Context: an optimization exercise on an open-source flow, tuned for small area, a short achievable clock period and few clock cycles. The choices shown serve that exercise and are no tape-out recipe.
Where RTL was checked, it was by simulation tests only, not by an equivalence proof against the original.
Power is estimated from default activity; no workload was simulated.

==> flow/config.mk <==
export PLATFORM = sky130hd
export DESIGN_NAME = median_filter_top
export DESIGN_NICKNAME = median_filter_top
export VERILOG_FILES = /design/flow/design.v
export SDC_FILE = /design/flow/constraint.sdc
export NUM_CORES = 4
export LEC_CHECK = 0
export CAP_MARGIN = 20
export CORE_MARGIN = 2
export CORE_UTILIZATION = 65
export PLACE_DENSITY = 0.75
export SETUP_SLACK_MARGIN = 3.75
export SLEW_MARGIN = 20
==> flow/constraint.sdc <==
create_clock -name core_clock -period 6.0 [get_ports {CLK}]
set_input_delay 1.2000 -clock core_clock [delete_from_list [all_inputs] [get_ports {CLK}]]
set_output_delay 1.2000 -clock core_clock [all_outputs]
set_load 0.01 [all_outputs]
standard.sh (not shown) runs the stock make flow with config.mk's settings and CLKGATE_MAP_FILE= SYNTH_SCRIPT=/design/flow/synth_recipe.tcl, a recipe that flattens the netlist after the stock synthesis.
==> flow/flow/run.sh <==
#!/bin/bash
# The standard layout (standard.sh), with two changes:
#  - the clock tree is built without dummy loads, from clkbuf_8 leaf
#    buffers over smaller sink clusters
#  - ports are buffered with a small buffer (every port still gets one)
set -euo pipefail
export CTS_ARGS="-sink_clustering_enable -repair_clock_nets -sink_clustering_size 18 -sink_clustering_max_diameter 40 -dont_use_dummy_load -root_buf sky130_fd_sc_hd__clkbuf_16 -buf_list sky130_fd_sc_hd__clkbuf_8"
export BUFFER_PORTS_ARGS="-buffer_cell sky130_fd_sc_hd__buf_2"
bash standard.sh finish > standard.log 2>&1
==> next run, changes <==
--- a/flow/design.v
+++ b/flow/design.v
@@ -2,5 +2,5 @@
   localparam int IMG_W = 16;
   localparam int IMG_H = 16;
-  localparam int RING = 2 * IMG_W + 2;
+  localparam int RING = 2 * IMG_W + 3;
   typedef logic [7:0] pixel_t;
 endpackage
Outcome: Die area rises by 1.2%; power is higher by 0.91%; via count drops by 1.1%; non-clock buffer count is unchanged; combinational power decreases by about 2%; final area went up by 1.2%; count of clock-buffer cells in the layout goes up by 1; cell count increases by 1.0%.
Testbench counts after the change, summed over its fixed seeds: cycles 8,384.
The RTL of the first run of this note was laid out without a check of its function.


median_filter_top with an RTL version that a note above also has.
Size: ~490 flip-flops.
==> module scan_control, before the edit <==
module scan_control (
  input  logic  CLK,
  input  logic  RST,
  input  logic  in_en,
  output logic  busy,
  output logic  take,
  output logic  ev1,
  output logic  no_bot,
  output logic  zero,
  output logic  no_low,
  output logic  mask_new,
  output logic  mask_old
);
  localparam int LAST_ROT = median_pkg::RING - 1;
  logic [7:0] idx;     
  logic [5:0] rot;     
  logic       pend;    
  logic [4:0] fpos;    
  logic [7:0] pos;
  logic       step;
  logic [5:0] rot_nxt;
  assign take = in_en && !busy;
  assign step = take || pend;
  assign pos  = pend ? {3'd0, fpos} : idx;
  assign rot_nxt = busy ? ((rot == 6'(LAST_ROT)) ? 6'd0 : rot + 6'd1) : {5'd0, !in_en};
  always_ff @(posedge CLK or posedge RST) begin
    if (RST) begin
      idx  <= '0;
      rot  <= '0;
      busy <= 1'b0;
      pend <= 1'b0;
      fpos <= '0;
      ev1  <= 1'b0;
    end else begin
      if (take) begin
        idx <= idx + 8'd1;
      end
      rot  <= rot_nxt;
      busy <= busy ? (rot != 6'(LAST_ROT)) : !in_en;
      if (take && idx == 8'd255) begin
        pend <= 1'b1;
        fpos <= '0;
      end else if (pend) begin
        fpos <= fpos + 5'd1;
        if (fpos == 5'd16) begin
          pend <= 1'b0;
        end
      end
      ev1 <= step && (pend || idx > 8'd16);
    end
  end
  always_ff @(posedge CLK) begin
    no_bot   <= step && (pos[7:4] == 4'd0);
    no_low   <= pend && (fpos != 5'd0);
    mask_new <= (pos[3:0] == 4'd0);
    mask_old <= (pos[3:0] == 4'd1);
    zero     <= no_bot;
  end
endmodule
==> flow/config.mk <==
export PLATFORM = sky130hd
export DESIGN_NAME = median_filter_top
export DESIGN_NICKNAME = median_filter_top
export VERILOG_FILES = /design/flow/design.v
export SDC_FILE = /design/flow/constraint.sdc
export NUM_CORES = 4
export LEC_CHECK = 0
export CAP_MARGIN = 20
export CORE_MARGIN = 2
export CORE_UTILIZATION = 65
export PLACE_DENSITY = 0.75
export SETUP_SLACK_MARGIN = 3.9
export SLEW_MARGIN = 20
==> flow/constraint.sdc <==
create_clock -name core_clock -period 6.0 [get_ports {CLK}]
set_input_delay 1.2000 -clock core_clock [delete_from_list [all_inputs] [get_ports {CLK}]]
set_output_delay 1.2000 -clock core_clock [all_outputs]
set_load 0.01 [all_outputs]
Scripts as last shown in full above: flow/flow/run.sh
Testbench counts at the start, summed over its fixed seeds: cycles 8,384.
Then changed:
--- a/flow/design.v
+++ b/flow/design.v
@@ -2,5 +2,5 @@
   localparam int IMG_W = 16;
   localparam int IMG_H = 16;
-  localparam int RING = 2 * IMG_W + 3;
+  localparam int RING = 2 * IMG_W + 2;
   typedef logic [7:0] pixel_t;
 endpackage
@@ -241,5 +241,4 @@
       idx  <= '0;
       rot  <= '0;
-      busy <= 1'b0;
       pend <= 1'b0;
       fpos <= '0;
@@ -250,5 +249,4 @@
       end
       rot  <= rot_nxt;
-      busy <= busy ? (rot != 6'(LAST_ROT)) : !in_en;
       if (take && idx == 8'd255) begin
         pend <= 1'b1;
@@ -264,4 +262,7 @@
   end
   always_ff @(posedge CLK) begin
+    busy <= !RST && (busy ? (rot != 6'(LAST_ROT)) : !in_en);
+  end
+  always_ff @(posedge CLK) begin
     no_bot   <= step && (pos[7:4] == 4'd0);
     no_low   <= pend && (fpos != 5'd0);
What happened:
- flip-flop and latch count shrinks by 8
- cell area falls by 1.6%
- worst setup slack is better by 0.0098 ns
- sequential share of layout area stays flat
- critical path depth does not change
- non-clock buffer count drops by 1
- register-to-register slack loses 0.05 ns
- area after synthesis goes down by 2.1%
- final cell count is lower by 0.49%
- wire length is higher by 0.60%
- global-route usage rises by 0.87 points
No functional check of the RTL was part of the second run of this note.

==> port drivers added, routing unchanged <==
The results above use ideal ports. As a check the final layouts listed here were re-extracted and re-timed, cells and wires unchanged.
Step 1 (the two cells are an assumption about what drives the block):
set clk [get_ports {CLK}]
set_driving_cell -lib_cell sky130_fd_sc_hd__clkbuf_16 $clk
set_driving_cell -lib_cell sky130_fd_sc_hd__buf_2 [delete_from_list [all_inputs] $clk]
Step 2, shift: input delay + t, output delay - t, t = (earliest + latest rising clock arrival at the registers) / 2. This alone moves slack from input paths to output paths.
a / b / c = no drivers / after step 1 / after step 2; a / b = the first two.
| run | t, ns | slack for setup (ns) | worst slew at a driven data input, ns |
|---|---|---|---|
| the first run of note 1 | 0.522 | 3.787 / 3.741 / 3.493 | 0.06 |
| the second run of note 1 | 0.524 | 3.830 / 3.783 / 3.472 | 0.04 |
| the first run of note 2 | 0.520 | 3.829 / 3.783 / 3.563 | 0.04 |
| the second run of note 2 | 0.524 | 3.839 / 3.795 / 3.548 | 0.04 |
After both steps setup and hold are still met in every run listed. For the second run of note 1, which loses most, drivers alone change the setup slack by -0.047 ns; drivers and shift together by -0.358 ns.
